What follows belongs to an exercise in optimizing a design on an open flow for small area, a short achievable clock period and few clock cycles per item; a production flow would make more cautious choices.
Only simulation tests tie the RTL to the original design; equivalence was not proved.

red:
// joystick_axes_to_cursor_motion_unit
module joystick_axes_to_cursor_motion_unit #(
    parameter int ADC_BITS = jac_pkg::ADC_BITS_DEF
) (
    input  logic                          clk,
    input  logic                          rst_n,
    input  logic                          s_axis_tvalid,
    output logic                          s_axis_tready,
    input  logic [((4*ADC_BITS+8)/8)*8-1:0] s_axis_tdata,
    output logic                          m_axis_tvalid,
    input  logic                          m_axis_tready,
    output logic [jac_pkg::OUT_W-1:0]     m_axis_tdata,
    input  logic                          cfg_we,
    input  logic [2:0]                    cfg_addr,
    input  logic [(ADC_BITS > 8 ? ADC_BITS : 8)-1:0] cfg_data
);
    localparam int QD = 6;               
    localparam int FD = LANE_LAT + 4;    
    logic [9:0] origin_reg [NUM_AXES];
    logic [9:0] amin_reg, amax_reg;
    logic [7:0] max_speed_reg, speed_div_reg;
    logic [6:0] ticks_reg, interval_reg;
    logic       rdy_reg;
    logic       pend_reg;            
    logic [FD-1:0] fed_reg;          
    logic       ivl_wait_reg;        
    logic       allow1_reg;          
    logic       spec_reg;            
    logic       spec_fed_reg;        
    logic       early_reg;           
    logic       dfix_reg;            
  ...
For scale: about 3600 cells after synthesis, roughly 620 flip-flops, about 110 I/O pins, roughly 35000 µm² of cells after synthesis.
export LEC_CHECK = 0
export CAP_MARGIN = 20
export CORE_MARGIN = 2
export CORE_UTILIZATION = 55
export CTS_BUF_LIST = sky130_fd_sc_hd__clkbuf_8
export CTS_CLUSTER_SIZE = 40
export SETUP_SLACK_MARGIN = 5.0
export SLEW_MARGIN = 20
create_clock -name core_clock -period 8.0 [get_ports {clk}]
standard.sh (not shown) runs the stock make flow with config.mk's settings and CLKGATE_MAP_FILE= SYNTH_SCRIPT=/design/flow/synth_recipe.tcl, a recipe that flattens the netlist after the stock synthesis.
==> flow/flow/run.sh <==
#!/bin/bash
# Standard ORFS layout (the standard.sh, standard synthesis unchanged),
# except that the port buffers inserted before global placement are buf_2
# cells instead of the cell buffer_ports picks by default.
set -euo pipefail
export BUFFER_PORTS_ARGS="-buffer_cell sky130_fd_sc_hd__buf_2"
bash standard.sh finish > standard_finish.log 2>&1
Testbench counts of red, summed over its fixed seeds: cycles 36,773, items 25,600.
For blue, these inputs were changed with respect to red:
# red
export LEC_CHECK = 0
export CAP_MARGIN = 20
export CORE_MARGIN = 2
export CORE_UTILIZATION = 55
export CTS_BUF_LIST = sky130_fd_sc_hd__clkbuf_8
export CTS_CLUSTER_SIZE = 40
export SETUP_SLACK_MARGIN = 5.0
export SLEW_MARGIN = 20
create_clock -name core_clock -period 8.0 [get_ports {clk}]
# blue
export LEC_CHECK = 0
export CAP_MARGIN = 20
export CORE_MARGIN = 2
export CORE_UTILIZATION = 55
export CTS_BUF_LIST = sky130_fd_sc_hd__clkbuf_4 sky130_fd_sc_hd__clkbuf_8
export SETUP_SLACK_MARGIN = 5.0
export SLEW_MARGIN = 20
create_clock -name core_clock -period 8.0 [get_ports {clk}]
==> run summary <==
blue | stages: all done | timing, DRC, antenna: all pass. sky130_fd_sc_hd__inv_1 as the most common cell after layout, fill and taps aside was reported by red, and sky130_fd_sc_hd__ha_1 by blue. On clock transition at the register clock pins on the worst setup and hold paths after CTS, red and blue are basically level. On shortest clock period the worst path allows after layout, red and blue are basically level. | final routed wirelength across all metal layers | lower: red |. blue vs. red: area added between synthesis and finish climbed 0.58 points, top achievable clock speed essentially unchanged, overall track demand over capacity in global routing ~0 delta, final cell utilization of the core up 0.33 points. When blue is measured against red, its non-clock buffer instance count of the final layout turns out about 4% higher. Delta (blue minus red): sequential share of cell area -0.18 points.
Edits applied to the flow inputs when going from blue to green:
# blue
export LEC_CHECK = 0
export CAP_MARGIN = 20
export CORE_MARGIN = 2
export CORE_UTILIZATION = 55
export CTS_BUF_LIST = sky130_fd_sc_hd__clkbuf_4 sky130_fd_sc_hd__clkbuf_8
export SETUP_SLACK_MARGIN = 5.0
export SLEW_MARGIN = 20
create_clock -name core_clock -period 8.0 [get_ports {clk}]
# green
export LEC_CHECK = 0
export CAP_MARGIN = 20
export CORE_MARGIN = 2
export CORE_UTILIZATION = 55
export CTS_BUF_LIST = sky130_fd_sc_hd__clkbuf_8
export CTS_CLUSTER_SIZE = 40
export SETUP_SLACK_MARGIN = 5.0
export SLEW_MARGIN = 20
create_clock -name core_clock -period 8.0 [get_ports {clk}]
==> flow/flow/run.sh <==
#!/bin/bash
# Standard ORFS layout (the standard.sh, standard synthesis unchanged),
# except that the port buffers inserted before global placement are buf_2
# cells instead of the cell buffer_ports picks by default, and clock tree
# synthesis uses clkbuf_8 cells without dummy loads.
set -euo pipefail
export BUFFER_PORTS_ARGS="-buffer_cell sky130_fd_sc_hd__buf_2"
export CTS_ARGS="-sink_clustering_enable -repair_clock_nets -dont_use_dummy_load -buf_list sky130_fd_sc_hd__clkbuf_8 -sink_clustering_size 40"
bash standard.sh finish > standard_finish.log 2>&1
[summary]
- In the metrics for green and blue, the one carrying the higher share of cell area taken by flip-flops and latches is green.
- Compared to blue, green reaches a lower achievable clock.
- Between green and blue, the multi-input combinational area share is higher for green.
- green ended up with a lower area growth from synthesis to final layout than blue did.
Inputs modified between green and orange:
# green
export LEC_CHECK = 0
export CAP_MARGIN = 20
export CORE_MARGIN = 2
export CORE_UTILIZATION = 55
export CTS_BUF_LIST = sky130_fd_sc_hd__clkbuf_8
export CTS_CLUSTER_SIZE = 40
export SETUP_SLACK_MARGIN = 5.0
export SLEW_MARGIN = 20
create_clock -name core_clock -period 8.0 [get_ports {clk}]
# orange
export LEC_CHECK = 0
export CAP_MARGIN = 20
export CORE_MARGIN = 2
export CORE_UTILIZATION = 55
export PLACE_DENSITY = 0.75
export SETUP_SLACK_MARGIN = 5.0
export SLEW_MARGIN = 20
create_clock -name core_clock -period 8.0 [get_ports {clk}]
==> flow/flow/run.sh <==
#!/bin/bash
# Standard ORFS layout (the standard.sh, standard synthesis unchanged),
# except that the port buffers inserted before global placement are buf_2
# cells instead of the cell buffer_ports picks by default.
set -euo pipefail
export BUFFER_PORTS_ARGS="-buffer_cell sky130_fd_sc_hd__buf_2"
bash standard.sh finish > standard_finish.log 2>&1
[summary]
Non-clock buffer count (orange over green): decrease, about 8%
Of the two values seen for capture point of the critical path, u1_reg[7] was produced by orange and u_lane.r8_s[4] by green.
On final-layout fill cell count, the lower figure sits with orange, not green.
Going from green to orange, cell count closely matched the old numbers.
Modified inputs, purple compared to orange
# orange
export LEC_CHECK = 0
export CAP_MARGIN = 20
export CORE_MARGIN = 2
export CORE_UTILIZATION = 55
export PLACE_DENSITY = 0.75
export SETUP_SLACK_MARGIN = 5.0
export SLEW_MARGIN = 20
create_clock -name core_clock -period 8.0 [get_ports {clk}]
# purple
export LEC_CHECK = 0
export CAP_MARGIN = 20
export CORE_MARGIN = 2
export CORE_UTILIZATION = 55
export SETUP_SLACK_MARGIN = 5.0
export SLEW_MARGIN = 20
create_clock -name core_clock -period 8.0 [get_ports {clk}]
Notes after the runs:
[purple] post-placement setup slack rose 0.0092 ns relative to orange
Compared with orange, in purple global-route wire length before repair shows an increase of about 8%; highest cell delay on the worst timing path shows no meaningful change.
| post-place instance area | purple vs orange | ≈ equal |

## re-timing with driven ports
No port has a modelled driver above. Below, the same layouts with a new extraction and two added sets of constraints.
Step 1 assumes that a clkbuf_16 drives the clock port and a buf_2 every other input.
Step 2 also shifts input and output timing later by t, the mid clock arrival at the registers, as if the neighbouring blocks saw the same clock.
Three values: ideal ports, drivers, drivers and shift; two values: the first two.
| run | shift t [ns] | setup slack, ns | worst register clock-pin slew, ns |
|---|---|---|---|
| red | 0.748 | 4.917 / 4.917 / 4.552 | 0.07 / 0.07 |
| blue | 0.755 | 4.917 / 4.917 / 4.552 | 0.07 / 0.07 |
| green | 0.719 | 4.873 / 4.873 / 4.579 | 0.06 / 0.06 |
| orange | 0.670 | 4.802 / 4.802 / 4.491 | 0.06 / 0.06 |
| purple | 0.653 | 4.902 / 4.902 / 4.543 | 0.06 / 0.06 |
After both steps setup and hold are still met in every run listed.
